This design comes from an exercise in tuning for small area and a short achievable clock period on the open sky130 flow, not from production work. In this exercise RTL edits were held to simulation tests only and were not proved equivalent to the original. Power and IR drop assume default switching activity.

## job 101
==> flow/design.v <==
package regfile_pkg;
  localparam int DATA_W_DEF = 32;
  localparam int ADDR_W_DEF = 5;
  function automatic int unsigned init_val(int idx, int init_ident, bit zero_reg);
    if (zero_reg && idx == 0) init_val = 0;
    else init_val = (idx < init_ident) ? idx : 0;
  endfunction
endpackage
module sb_tracker #(
  parameter int ADDR_W   = 5,
  parameter bit ZERO_REG = 1'b1
) (
  input  logic                   clk,
  input  logic                   reset,
  input  logic                   iss_en,
  input  logic [ADDR_W-1:0]      iss_addr,
  input  logic                   wr_en,
  input  logic [ADDR_W-1:0]      wr_addr,
  input  logic                   flush,
  output logic [2**ADDR_W-1:0]   pending,
  output logic [ADDR_W:0]        pend_cnt
);
  localparam int DEPTH = 2**ADDR_W;
  localparam int CW    = ADDR_W + 1;
  logic [DEPTH-1:0] pend_q, pend_d, iss_dec, wr_dec;
  logic [CW-1:0]    cnt_q, cnt_d;
  logic             inc, dec;
  logic [CW-1:0]    cnt_up, cnt_dn;
  sb_incdec #(.W(CW)) u_incdec (.a(cnt_q), .up(cnt_up), .dn(cnt_dn));
  always_comb begin
    iss_dec = '0;
    wr_dec  = '0;
    for (int i = 0; i < DEPTH; i++) begin
      if (!(ZERO_REG && i == 0)) begin
        iss_dec[i] = iss_en && (iss_addr == ADDR_W'(i));
        wr_dec[i]  = wr_en  && (wr_addr  == ADDR_W'(i));
      end
    end
    pend_d = ~{DEPTH{flush}} & (iss_dec | (pend_q & ~wr_dec));
    inc = iss_en && (iss_addr != '0) && !pend_q[iss_addr];
    dec = wr_en && (wr_addr != '0) && pend_q[wr_addr] && !(iss_en && iss_addr == wr_addr);
    if (flush)           cnt_d = '0;
    else if (inc & ~dec) cnt_d = cnt_up;
    else if (dec & ~inc) cnt_d = cnt_dn;
    else                 cnt_d = cnt_q;
  end
  always_ff @(posedge clk or negedge reset) begin
    if (!reset) begin
      pend_q <= '0;
      cnt_q  <= '0;
    end else begin
      pend_q <= pend_d;
      cnt_q  <= cnt_d;
    end
  end
  assign pending  = pend_q;
  assign pend_cnt = cnt_q;
endmodule
module sb_incdec #(
  parameter int W = 6
) (
  input  logic [W-1:0] a,
  output logic [W-1:0] up,
  output logic [W-1:0] dn
);
  assign up = a + W'(1);
  assign dn = a - W'(1);
endmodule
module rf_ao22 (input logic a1, a2, b1, b2, output logic y);
  assign y = (a1 & a2) | (b1 & b2);
endmodule
module rf_aoi222 (input logic a1, a2, b1, b2, c1, c2, output logic y);
  assign y = ~((a1 & a2) | (b1 & b2) | (c1 & c2));
endmodule
module rf_and4 (input logic a, b, c, d, output logic y);
  assign y = a & b & c & d;
endmodule
module rf_and3 (input logic a, b, c, output logic y);
  assign y = a & b & c;
endmodule
module rf_nand3 (input logic a, b, c, output logic y);
  assign y = ~(a & b & c);
endmodule
module rf_inv (input logic a, output logic y);
  assign y = ~a;
endmodule
module rf_rdbit (
  input  logic [32:0] s,
  input  logic [32:0] v,
  input  logic        x,
  output logic        y
);
  logic [10:0] t;
  logic [2:0]  u;
  logic        xn;
  for (genvar g = 0; g < 11; g++) begin : g_aoi
    rf_aoi222 u_aoi (.a1(s[3*g]), .a2(v[3*g]), .b1(s[3*g+1]), .b2(v[3*g+1]),
                     .c1(s[3*g+2]), .c2(v[3*g+2]), .y(t[g]));
  end
  rf_inv  u_xn (.a(x), .y(xn));
  rf_and4 u_n0 (.a(t[0]), .b(t[1]), .c(t[2]),  .d(t[3]), .y(u[0]));
  rf_and4 u_n1 (.a(t[4]), .b(t[5]), .c(t[6]),  .d(t[7]), .y(u[1]));
  rf_and4 u_n2 (.a(t[8]), .b(t[9]), .c(t[10]), .d(xn),   .y(u[2]));
  rf_nand3 u_o (.a(u[0]), .b(u[1]), .c(u[2]), .y(y));
endmodule
module rf_rdbit3 (
  input  logic [32:0] s,
  input  logic [32:0] v,
  output logic        y
);
  logic [10:0] t;
  logic [2:0]  u;
  for (genvar g = 0; g < 11; g++) begin : g_aoi
    rf_aoi222 u_aoi (.a1(s[3*g]), .a2(v[3*g]), .b1(s[3*g+1]), .b2(v[3*g+1]),
                     .c1(s[3*g+2]), .c2(v[3*g+2]), .y(t[g]));
  end
  rf_and4 u_n0 (.a(t[0]), .b(t[1]), .c(t[2]),  .d(t[3]), .y(u[0]));
  rf_and4 u_n1 (.a(t[4]), .b(t[5]), .c(t[6]),  .d(t[7]), .y(u[1]));
  rf_and3 u_n2 (.a(t[8]), .b(t[9]), .c(t[10]), .y(u[2]));
  rf_nand3 u_o (.a(u[0]), .b(u[1]), .c(u[2]), .y(y));
endmodule
module rf_pdec2 (input logic en, input logic [1:0] a, output logic [3:0] y);
  always_comb for (int k = 0; k < 4; k++) y[k] = en && (a == 2'(k));
endmodule
module rf_pdec3 (input logic [2:0] a, output logic [7:0] y);
  always_comb for (int m = 0; m < 8; m++) y[m] = (a == 3'(m));
endmodule
module rf_wrow (input logic lo, hi, output logic we, nwe);
  assign nwe = ~(lo & hi);
  assign we  = lo & hi;
endmodule
module rf_wdec (
  input  logic       wr_en,
  input  logic [4:0] wr_addr,
  output logic [31:0] we,
  output logic [31:0] nwe
);
  logic [3:0] lo;
  logic [7:0] hi;
  rf_pdec2 u_lo (.en(wr_en), .a(wr_addr[1:0]), .y(lo));
  rf_pdec3 u_hi (.a(wr_addr[4:2]), .y(hi));
  assign we[0]  = 1'b0;
  assign nwe[0] = 1'b1;
  for (genvar i = 1; i < 32; i++) begin : g_row
    rf_wrow u_row (.lo(lo[i % 4]), .hi(hi[i / 4]), .we(we[i]), .nwe(nwe[i]));
  end
endmodule
module rf_rdctl #(
  parameter int NUM_RD     = 4,
  parameter int INIT_IDENT = 15
) (
  input  logic [NUM_RD-1:0]    rd_en,
  input  logic [NUM_RD*5-1:0]  rd_addr,
  input  logic                 wr_en,
  input  logic [4:0]           wr_addr,
  input  logic [31:0]          vld,
  input  logic [31:0]          pending,
  input  logic [NUM_RD-1:0]    busy_q,
  output logic [NUM_RD*33-1:0] s,
  output logic [NUM_RD*4-1:0]  init,
  output logic [NUM_RD-1:0]    busy_d
);
  logic [31:0] wsel;
  always_comb begin
    wsel = '0;
    for (int i = 1; i < 32; i++) wsel[i] = wr_en && (wr_addr == 5'(i));
  end
  for (genvar p = 0; p < NUM_RD; p++) begin : g_p
    logic [4:0]  ra;
    logic        en, hit;
    logic [31:0] rsel;
    assign ra = rd_addr[5*p +: 5];
    assign en = rd_en[p];
    always_comb begin
      hit = wr_en && (wr_addr == ra) && (ra != '0);
      s[33*p]     = ~en;
      s[33*p + 1] = en & hit;
      rsel = '0;
      for (int i = 1; i < 32; i++) rsel[i] = en && (ra == 5'(i)) && !wsel[i];
      for (int i = 1; i < 32; i++) s[33*p + i + 1] = rsel[i] & vld[i];
      init[4*p +: 4] = {4{en && !hit && !vld[ra] && (ra < 5'(INIT_IDENT))}} & ra[3:0];
      busy_d[p] = en ? (pending[ra] & ~hit) : busy_q[p];
    end
  end
endmodule
module regfile_sb #(
  parameter int DATA_W     = regfile_pkg::DATA_W_DEF,
  parameter int ADDR_W     = regfile_pkg::ADDR_W_DEF,
  parameter int NUM_RD     = 4,
  parameter bit ZERO_REG   = 1'b1,
  parameter int INIT_IDENT = 15
) (
  input  logic                       clk,
  input  logic                       reset,
  input  logic [NUM_RD-1:0]          rd_en,
  input  logic [NUM_RD*ADDR_W-1:0]   rd_addr,
  output logic [NUM_RD*DATA_W-1:0]   rd_data,
  output logic [NUM_RD-1:0]          rd_busy,
  input  logic                       wr_en,
  input  logic [ADDR_W-1:0]          wr_addr,
  input  logic [DATA_W-1:0]          wr_data,
  input  logic                       iss_en,
  input  logic [ADDR_W-1:0]          iss_addr,
  input  logic                       flush,
  output logic [ADDR_W:0]            pend_cnt
);
  localparam int DEPTH = 32;
  logic [DEPTH-1:0][DATA_W-1:0] mem_q;
  logic [DEPTH-1:0]             vld_q;
  logic [DEPTH-1:0]             pending;
  logic [DEPTH-1:0]             we, nwe;
  rf_wdec u_wdec (.wr_en(wr_en), .wr_addr(wr_addr), .we(we), .nwe(nwe));
  for (genvar i = 1; i < DEPTH; i++) begin : g_reg
    logic [DATA_W-1:0] d;
    for (genvar b = 0; b < DATA_W; b++) begin : g_bit
      rf_ao22 u_ld (.a1(we[i]), .a2(wr_data[b]), .b1(nwe[i]), .b2(mem_q[i][b]), .y(d[b]));
    end
    always_ff @(posedge clk) mem_q[i] <= d;
  end
  assign mem_q[0] = '0;
  always_ff @(posedge clk or negedge reset) begin
    if (!reset) vld_q <= '0;
    else        vld_q <= vld_q | we;
  end
  sb_tracker #(.ADDR_W(ADDR_W), .ZERO_REG(ZERO_REG)) u_sb (
    .clk      (clk),
    .reset    (reset),
    .iss_en   (iss_en),
    .iss_addr (iss_addr),
    .wr_en    (wr_en),
    .wr_addr  (wr_addr),
    .flush    (flush),
    .pending  (pending),
    .pend_cnt (pend_cnt)
  );
  logic [NUM_RD*33-1:0] sel_all;
  logic [NUM_RD*4-1:0]  init_all;
  logic [NUM_RD-1:0]    busy_q_all, busy_d_all;
  rf_rdctl #(.NUM_RD(NUM_RD), .INIT_IDENT(INIT_IDENT)) u_rdctl (
    .rd_en(rd_en), .rd_addr(rd_addr), .wr_en(wr_en), .wr_addr(wr_addr), .vld(vld_q),
    .pending(pending), .busy_q(busy_q_all), .s(sel_all), .init(init_all), .busy_d(busy_d_all));
  for (genvar p = 0; p < NUM_RD; p++) begin : g_rd
    logic [32:0]       s;          
    logic [3:0]        init;       
    logic [DATA_W-1:0] data_q, data_d;
    logic              busy_q, busy_d;
    assign s      = sel_all[33*p +: 33];
    assign init   = init_all[4*p +: 4];
    assign busy_d = busy_d_all[p];
    assign busy_q_all[p] = busy_q;
    for (genvar b = 0; b < DATA_W; b++) begin : g_bit
      logic [32:0] v;
      assign v[0] = data_q[b];
      assign v[1] = wr_data[b];
      for (genvar i = 1; i < DEPTH; i++) begin : g_v
        assign v[i+1] = mem_q[i][b];
      end
      if (b < 4) begin : g_i
        rf_rdbit u_b (.s(s), .v(v), .x(init[b]), .y(data_d[b]));
      end else begin : g_n
        rf_rdbit3 u_b (.s(s), .v(v), .y(data_d[b]));
      end
    end
    always_ff @(posedge clk or negedge reset) begin
      if (!reset) begin
        data_q <= '0;
        busy_q <= 1'b0;
      end else begin
        data_q <= data_d;
        busy_q <= busy_d;
      end
    end
    assign rd_data[p*DATA_W +: DATA_W] = data_q;
    assign rd_busy[p]                  = busy_q;
  end
endmodule
Settings: LEC_CHECK=0, CAP_MARGIN=20, CELL_PAD_IN_SITES_DETAIL_PLACEMENT=1, CELL_PAD_IN_SITES_GLOBAL_PLACEMENT=1, CORE_MARGIN=2, CORE_UTILIZATION=30, PLACE_DENSITY=0.35, SETUP_SLACK_MARGIN=4.5, SLEW_MARGIN=20, SYNTH_HIERARCHICAL=1, TNS_END_PERCENT=0; clock period 7.5 ns.
standard.sh (not shown) runs the stock make flow with config.mk's settings and CLKGATE_MAP_FILE= SYNTH_SCRIPT=/design/flow/synth_recipe.tcl, a recipe that flattens the netlist after the stock synthesis.
==> flow/flow/run.sh <==
#!/bin/bash
# Standard ORFS layout, with smaller port buffers and a CTS with smaller clock
# buffers and no dummy loads.
set -uo pipefail
export BUFFER_PORTS_ARGS="-buffer_cell sky130_fd_sc_hd__buf_2"
export CTS_ARGS="-sink_clustering_enable -repair_clock_nets -dont_use_dummy_load -buf_list {sky130_fd_sc_hd__clkbuf_8} -root_buf sky130_fd_sc_hd__clkbuf_16 -sink_clustering_size 20 -sink_clustering_max_diameter 60"
bash standard.sh finish > flow_standard.log 2>&1
rc=$?
for f in orfs/logs/sky130hd/regfile_sb/base/*.log; do cp "$f" "log_$(basename "$f")" 2>/dev/null || true; done
exit $rc
Job 101 reached the final stage; the timing, DRC and antenna checks on its layout passed.
Changes in job 102 relative to job 101:
--- a/flow/design.v
+++ b/flow/design.v
@@ -176,12 +176,15 @@
       s[33*p]     = ~en;
       s[33*p + 1] = en & hit;
       rsel = '0;
       for (int i = 1; i < 32; i++) rsel[i] = en && (ra == 5'(i)) && !wsel[i];
       for (int i = 1; i < 32; i++) s[33*p + i + 1] = rsel[i] & vld[i];
-      init[4*p +: 4] = {4{en && !hit && !vld[ra] && (ra < 5'(INIT_IDENT))}} & ra[3:0];
-      busy_d[p] = en ? (pending[ra] & ~hit) : busy_q[p];
+      for (int b = 0; b < 4; b++) init[4*p + b] = 1'b0;
+      for (int i = 1; i < INIT_IDENT; i++)
+        for (int b = 0; b < 4; b++)
+          if ((i >> b) & 1) init[4*p + b] = init[4*p + b] | (rsel[i] & ~vld[i]);
+      busy_d[p] = (~en & busy_q[p]) | |(rsel & pending);
     end
   end
 endmodule
 module regfile_sb #(
   parameter int DATA_W     = regfile_pkg::DATA_W_DEF,
==> run summary <==
In the reports for job 101 and job 102, the smaller count of clock-buffer cells in the layout belongs to job 101. Sort job 101 and job 102 by peak supply drop, ascending, and job 102 comes first. From job 101 to job 102 the numbers moved as follows: post-detailed-route DRC marker count level, routed wire length higher, clock network fraction of design power up 0.4 points. On total power draw, job 101 loses to job 102.

what the ideal ports hide:
The results above use ideal ports. As a check the final layouts listed here were re-extracted and re-timed, cells and wires unchanged. Step 1 sets driving cells, clkbuf_16 on the clock port and buf_2 on the other inputs (assumed; they add their load-dependent delay and slew). Step 2 also shifts input and output timing later by t, the mid clock arrival at the registers, as if the neighbouring blocks saw the same clock. Slacks: ideal / step 1 / step 2; pairs: ideal / step 1.
run | t, ns | slack for setup (ns) | hold slack, ns | slew at the worst register clock pin (ns) | pins driven straight from the clock port
job 101 | 0.894 | 4.189 / 4.149 / 3.255 | 0.504 / 0.504 / 0.504 | 0.11 / 0.11 | 1
job 102 | 0.875 | 4.106 / 4.134 / 3.259 | 0.539 / 0.539 / 0.539 | 0.11 / 0.11 | 1
After both steps setup and hold are still met in every run listed. The setup slack of job 101, which loses most, moves by -0.040 ns with the drivers and by -0.934 ns with both steps.
